From an optimization exercise on the open Yosys and OpenROAD flow, aimed at small area and a short achievable clock period; shortcuts taken in it are not production practice.
Only simulation tests tie the RTL to the original design; equivalence was not proved.

==> build 14: inputs <==
## csr_unit
module csr_unit (
  input  logic        clk,
  input  logic        rst_n,
  input  logic        req_valid,
  output logic        req_ready,
  input  logic [1:0]  req_op,
  input  logic [11:0] req_addr,
  input  logic [31:0] req_wdata,
  output logic        rsp_valid,
  output logic [31:0] rsp_rdata,
  output logic        rsp_illegal,
  input  logic [1:0]  evt_kind,
  input  logic [3:0]  evt_cause,
  input  logic [31:0] evt_pc,
  input  logic [31:0] evt_tval,
  output logic        redirect_valid,
  output logic [31:0] redirect_pc,
  output logic [1:0]  priv,
  output logic        machine_interrupt
);
==> flow/config.mk <==
export PLATFORM = sky130hd
export DESIGN_NAME = csr_unit
export DESIGN_NICKNAME = csr_unit
export VERILOG_FILES = /design/flow/design.v
export SDC_FILE = /design/flow/constraint.sdc
export NUM_CORES = 4
export LEC_CHECK = 0
export ABC_AREA = 1
export CAP_MARGIN = 20
export CORE_MARGIN = 2
export CORE_UTILIZATION = 40
export CTS_BUF_LIST = sky130_fd_sc_hd__clkbuf_8
export SETUP_SLACK_MARGIN = 2.4
export SLEW_MARGIN = 20
==> flow/constraint.sdc <==
create_clock -name core_clock -period 5.0 [get_ports {clk}]
set_input_delay 1.0000 -clock core_clock [delete_from_list [all_inputs] [get_ports {clk}]]
set_output_delay 1.0000 -clock core_clock [all_outputs]
set_load 0.01 [all_outputs]
standard.sh (not shown) runs the stock make flow with config.mk's settings and CLKGATE_MAP_FILE= SYNTH_SCRIPT=/design/flow/synth_recipe.tcl, a recipe that flattens the netlist after the stock synthesis.
==> flow/flow/run.sh <==
#!/bin/bash
# The standard layout, with plain sky130_fd_sc_hd__buf_1 cells as the
# input and output port buffers (buffer_ports otherwise picks a slow delay
# buffer); timing repair sizes them up where needed. The flow's full output
# goes to standard.log.
set -euo pipefail
export BUFFER_PORTS_ARGS="-buffer_cell sky130_fd_sc_hd__buf_1"
bash standard.sh > standard.log 2>&1
==> build 93 (differences from build 14) <==
--- a/flow/design.v
+++ b/flow/design.v
@@ -85,13 +85,31 @@
   assign s_mip      = ok_m && (req_addr == 12'h344);
   assign legal = s_sstatus | s_sie | s_stvec | s_sscratch | s_sepc | s_scause | s_stval | s_sip |
                  s_mstatus | s_misa | s_medeleg | s_mie | s_mtvec | s_mscratch | s_mepc |
                  s_mcause | s_mtval | s_mip;
   assign req_ready = !trap;
   assign xfer      = req_valid && !trap;
-  logic [31:0] out_d, out_q;
+  logic [31:0] rdata;
+  assign rdata = ({32{s_sstatus}}  & (mstatus & 32'h0000_0122)) |
+                 ({32{s_sie}}      & (mie & S_INT)) |
+                 ({32{s_stvec}}    & stvec) |
+                 ({32{s_sscratch}} & sscratch) |
+                 ({32{s_sepc}}     & sepc) |
+                 ({32{s_scause}}   & scause) |
+                 ({32{s_stval}}    & stval) |
+                 ({32{s_sip}}      & (mip & S_INT)) |
+                 ({32{s_mstatus}}  & mstatus) |
+                 ({32{s_misa}}     & MISA) |
+                 ({32{s_medeleg}}  & medeleg) |
+                 ({32{s_mie}}      & mie) |
+                 ({32{s_mtvec}}    & mtvec) |
+                 ({32{s_mscratch}} & mscratch) |
+                 ({32{s_mepc}}     & mepc) |
+                 ({32{s_mcause}}   & mcause) |
+                 ({32{s_mtval}}    & mtval) |
+                 ({32{s_mip}}      & mip);
   logic [31:0] act, set;
   assign act = {32{req_op == 2'd0}} | ({32{req_op[0] ^ req_op[1]}} & req_wdata);
   assign set = {32{!req_op[1]}} & req_wdata;
   logic w_sstatus, w_sie, w_stvec, w_sscratch, w_sepc, w_scause, w_stval, w_sip;
   logic w_mstatus, w_medeleg, w_mie, w_mtvec, w_mscratch, w_mepc, w_mcause, w_mtval, w_mip;
   assign w_sstatus  = xfer && s_sstatus;
@@ -256,73 +274,37 @@
       if ((w_mtval  && act[i]) || ew_mtval)  mtval_r[i]  <= trap ? mtval_t[i]  : set[i];
       if ((w_sepc   && act[i]) || ew_sepc)   sepc_r[i]   <= trap ? evt_pc[i]   : set[i];
       if ((w_scause && act[i]) || ew_scause) scause_r[i] <= trap ? ((i < 4) ? evt_cause[i % 4] : 1'b0) : set[i];
       if ((w_stval  && act[i]) || ew_stval)  stval_r[i]  <= trap ? evt_tval[i] : set[i];
     end
   end
+  logic [31:0] target;
   always_ff @(posedge clk or negedge rst_n) begin
     if (!rst_n) begin
       rsp_valid      <= 1'b0;
       redirect_valid <= 1'b0;
     end else begin
       rsp_valid      <= xfer;
       redirect_valid <= trap;
     end
   end
   always_ff @(posedge clk) begin
-    out_q       <= out_d;
+    rsp_rdata   <= rdata;
     rsp_illegal <= !legal;
+    redirect_pc <= target;
   end
-  assign rsp_rdata   = out_q;
-  assign redirect_pc = out_q;
   logic [29:0] vt;
   logic [4:0]  vt_lo;
   logic [25:0] vt_hi1;
   logic        t_m, t_v, t_s;
   assign vt_lo  = {1'b0, mtvec[5:2]} + {1'b0, icause};
   assign vt_hi1 = mtvec[31:6] + 26'd1;
   assign vt     = {vt_lo[4] ? vt_hi1 : mtvec[31:6], vt_lo[3:0]};
-  assign t_v    = irq && mtvec[0];
-  assign t_m    = (irq && !mtvec[0]) || (exc && !to_s);
+  assign t_v    = (evt_kind == 2'd0) && mtvec[0];
+  assign t_m    = ((evt_kind == 2'd0) && !mtvec[0]) || (exc && !to_s);
   assign t_s    = exc && to_s;
-  logic r_sstatus, r_sie, r_stvec, r_sscratch, r_sepc, r_scause, r_stval, r_sip;
-  logic r_mstatus, r_misa, r_medeleg, r_mie, r_mtvec, r_mscratch, r_mepc, r_mcause, r_mtval, r_mip;
-  assign r_sstatus  = s_sstatus  && !trap;
-  assign r_sie      = s_sie      && !trap;
-  assign r_stvec    = s_stvec    && !trap;
-  assign r_sscratch = s_sscratch && !trap;
-  assign r_sepc     = s_sepc     && !trap;
-  assign r_scause   = s_scause   && !trap;
-  assign r_stval    = s_stval    && !trap;
-  assign r_sip      = s_sip      && !trap;
-  assign r_mstatus  = s_mstatus  && !trap;
-  assign r_misa     = s_misa     && !trap;
-  assign r_medeleg  = s_medeleg  && !trap;
-  assign r_mie      = s_mie      && !trap;
-  assign r_mtvec    = s_mtvec    && !trap;
-  assign r_mscratch = s_mscratch && !trap;
-  assign r_mepc     = s_mepc     && !trap;
-  assign r_mcause   = s_mcause   && !trap;
-  assign r_mtval    = s_mtval    && !trap;
-  assign r_mip      = s_mip      && !trap;
-  assign out_d = ({32{r_sstatus}}  & (mstatus & 32'h0000_0122)) |
-                 ({32{r_sie}}      & (mie & S_INT)) |
-                 ({32{r_stvec}}    & stvec) |
-                 ({32{t_s}}        & {stvec[31:2], 2'b00}) |
-                 ({32{r_sscratch}} & sscratch) |
-                 ({32{r_sepc || sret}} & sepc) |
-                 ({32{r_scause}}   & scause) |
-                 ({32{r_stval}}    & stval) |
-                 ({32{r_sip}}      & (mip & S_INT)) |
-                 ({32{r_mstatus}}  & mstatus) |
-                 ({32{r_misa}}     & MISA) |
-                 ({32{r_medeleg}}  & medeleg) |
-                 ({32{r_mie}}      & mie) |
-                 ({32{r_mtvec}}    & mtvec) |
-                 ({32{t_m}}        & {mtvec[31:2], 2'b00}) |
-                 ({32{t_v}}        & {vt, 2'b00}) |
-                 ({32{r_mscratch}} & mscratch) |
-                 ({32{r_mepc || mret}} & mepc) |
-                 ({32{r_mcause}}   & mcause) |
-                 ({32{r_mtval}}    & mtval) |
-                 ({32{r_mip}}      & mip);
+  assign target = ({32{t_m}}  & {mtvec[31:2], 2'b00}) |
+                  ({32{t_v}}  & {vt, 2'b00}) |
+                  ({32{t_s}}  & {stvec[31:2], 2'b00}) |
+                  ({32{mret}} & mepc) |
+                  ({32{sret}} & sepc);
 endmodule
==> trial 7 (differences from build 14) <==
--- a/flow/design.v
+++ b/flow/design.v
@@ -248,18 +248,18 @@
       if (!S_INT[i] && ((w_mip && act[i]) || ew_mip))         mip_r[i]     <= set[i];
       if ((w_medeleg  && act[i]) || ew_medeleg)  medeleg_r[i]  <= set[i];
       if ((w_mtvec    && act[i]) || ew_mtvec)    mtvec_r[i]    <= set[i];
       if ((w_mscratch && act[i]) || ew_mscratch) mscratch_r[i] <= set[i];
       if ((w_stvec    && act[i]) || ew_stvec)    stvec_r[i]    <= set[i];
       if ((w_sscratch && act[i]) || ew_sscratch) sscratch_r[i] <= set[i];
-      if ((w_mepc   && act[i]) || ew_mepc)   mepc_r[i]   <= trap ? evt_pc[i]   : set[i];
-      if ((w_mcause && act[i]) || ew_mcause) mcause_r[i] <= trap ? mcause_t[i] : set[i];
-      if ((w_mtval  && act[i]) || ew_mtval)  mtval_r[i]  <= trap ? mtval_t[i]  : set[i];
-      if ((w_sepc   && act[i]) || ew_sepc)   sepc_r[i]   <= trap ? evt_pc[i]   : set[i];
-      if ((w_scause && act[i]) || ew_scause) scause_r[i] <= trap ? ((i < 4) ? evt_cause[i % 4] : 1'b0) : set[i];
-      if ((w_stval  && act[i]) || ew_stval)  stval_r[i]  <= trap ? evt_tval[i] : set[i];
+      if ((w_mepc   && act[i]) || ew_mepc)   mepc_r[i]   <= w_mepc ? set[i] : evt_pc[i];
+      if ((w_mcause && act[i]) || ew_mcause) mcause_r[i] <= w_mcause ? set[i] : mcause_t[i];
+      if ((w_mtval  && act[i]) || ew_mtval)  mtval_r[i]  <= w_mtval ? set[i] : mtval_t[i];
+      if ((w_sepc   && act[i]) || ew_sepc)   sepc_r[i]   <= w_sepc ? set[i] : evt_pc[i];
+      if ((w_scause && act[i]) || ew_scause) scause_r[i] <= w_scause ? set[i] : ((i < 4) ? evt_cause[i % 4] : 1'b0);
+      if ((w_stval  && act[i]) || ew_stval)  stval_r[i]  <= w_stval ? set[i] : evt_tval[i];
     end
   end
   always_ff @(posedge clk or negedge rst_n) begin
     if (!rst_n) begin
       rsp_valid      <= 1'b0;
       redirect_valid <= 1'b0;
@@ -283,30 +283,30 @@
   assign vt     = {vt_lo[4] ? vt_hi1 : mtvec[31:6], vt_lo[3:0]};
   assign t_v    = irq && mtvec[0];
   assign t_m    = (irq && !mtvec[0]) || (exc && !to_s);
   assign t_s    = exc && to_s;
   logic r_sstatus, r_sie, r_stvec, r_sscratch, r_sepc, r_scause, r_stval, r_sip;
   logic r_mstatus, r_misa, r_medeleg, r_mie, r_mtvec, r_mscratch, r_mepc, r_mcause, r_mtval, r_mip;
-  assign r_sstatus  = s_sstatus  && !trap;
-  assign r_sie      = s_sie      && !trap;
-  assign r_stvec    = s_stvec    && !trap;
-  assign r_sscratch = s_sscratch && !trap;
-  assign r_sepc     = s_sepc     && !trap;
-  assign r_scause   = s_scause   && !trap;
-  assign r_stval    = s_stval    && !trap;
-  assign r_sip      = s_sip      && !trap;
-  assign r_mstatus  = s_mstatus  && !trap;
-  assign r_misa     = s_misa     && !trap;
-  assign r_medeleg  = s_medeleg  && !trap;
-  assign r_mie      = s_mie      && !trap;
-  assign r_mtvec    = s_mtvec    && !trap;
-  assign r_mscratch = s_mscratch && !trap;
-  assign r_mepc     = s_mepc     && !trap;
-  assign r_mcause   = s_mcause   && !trap;
-  assign r_mtval    = s_mtval    && !trap;
-  assign r_mip      = s_mip      && !trap;
+  assign r_sstatus  = s_sstatus  && xfer;
+  assign r_sie      = s_sie      && xfer;
+  assign r_stvec    = s_stvec    && xfer;
+  assign r_sscratch = s_sscratch && xfer;
+  assign r_sepc     = s_sepc     && xfer;
+  assign r_scause   = s_scause   && xfer;
+  assign r_stval    = s_stval    && xfer;
+  assign r_sip      = s_sip      && xfer;
+  assign r_mstatus  = s_mstatus  && xfer;
+  assign r_misa     = s_misa     && xfer;
+  assign r_medeleg  = s_medeleg  && xfer;
+  assign r_mie      = s_mie      && xfer;
+  assign r_mtvec    = s_mtvec    && xfer;
+  assign r_mscratch = s_mscratch && xfer;
+  assign r_mepc     = s_mepc     && xfer;
+  assign r_mcause   = s_mcause   && xfer;
+  assign r_mtval    = s_mtval    && xfer;
+  assign r_mip      = s_mip      && xfer;
   assign out_d = ({32{r_sstatus}}  & (mstatus & 32'h0000_0122)) |
                  ({32{r_sie}}      & (mie & S_INT)) |
                  ({32{r_stvec}}    & stvec) |
                  ({32{t_s}}        & {stvec[31:2], 2'b00}) |
                  ({32{r_sscratch}} & sscratch) |
                  ({32{r_sepc || sret}} & sepc) |
Settings changed: CTS_CLUSTER_DIAMETER set to 60, CTS_CLUSTER_SIZE set to 14.
==> flow_metrics.env <==
export IMPL_status="finished clean"
export IMPL_buffers_excl_clock=323
export IMPL_wl_per_cell_um=25.81
export IMPL_ys_ff_latch=503
export IMPL_sh_seq_area=0.4823
export IMPL_timing_final_ws_setup_ns=2.359
export IMPL_cp_end_kind="register"
export IMPL_r2r_cells=14
# the run above: build 14

==> flow_metrics.env <==
export IMPL_r2r_cells=11
export IMPL_buffers_excl_clock=348
export IMPL_worstPathArrival_ns=1.69
export IMPL_sh_seq_area=0.4914
export IMPL_wl_per_cell_um=28.91
export IMPL_holdWs_ns=0.3545
export IMPL_ys_ff_latch=535
export IMPL_cp_end_kind="primary output"
export IMPL_status="finished clean"
export IMPL_timing_final_ws_setup_ns=2.310
# the run above: build 93

==> flow_metrics.env <==
export IMPL_status="finished clean"
export IMPL_ys_ff_latch=503
export IMPL_r2r_cells=10
export IMPL_timing_final_ws_setup_ns=2.393
export IMPL_sh_seq_area=0.4892
export IMPL_cp_end_kind="primary output"
export IMPL_wl_per_cell_um=26.35
export IMPL_buffers_excl_clock=312
# the run above: trial 7

==> re-timing with driven ports <==
Ports are ideal in the flow. The routed layouts listed here were re-timed in OpenROAD. Step 1 (the two cells are an assumption about what drives the block):
set clk [get_ports {clk}]
set_driving_cell -lib_cell sky130_fd_sc_hd__clkbuf_16 $clk
set_driving_cell -lib_cell sky130_fd_sc_hd__buf_2 [delete_from_list [all_inputs] $clk]
Step 2 also shifts input and output timing later by t, the mid clock arrival at the registers, as if the neighbouring blocks saw the same clock. Three values: ideal, step 1, step 2; two values: the first two.
| run | shift t [ns] | setup slack, ns | worst hold slack (ns) |
|---|---|---|---|
| build 14 | 0.738 | 2.359 / 2.343 / 1.605 | 0.456 / 0.453 / 0.456 |
| build 93 | 0.760 | 2.310 / 2.253 / 1.558 | 0.354 / 0.322 / 0.493 |
| trial 7 | 0.746 | 2.393 / 2.371 / 1.705 | 0.377 / 0.340 / 0.463 |
After both steps setup and hold are still met in every run listed. The setup slack of build 14, which loses most, moves by -0.016 ns with the drivers and by -0.754 ns with both steps.
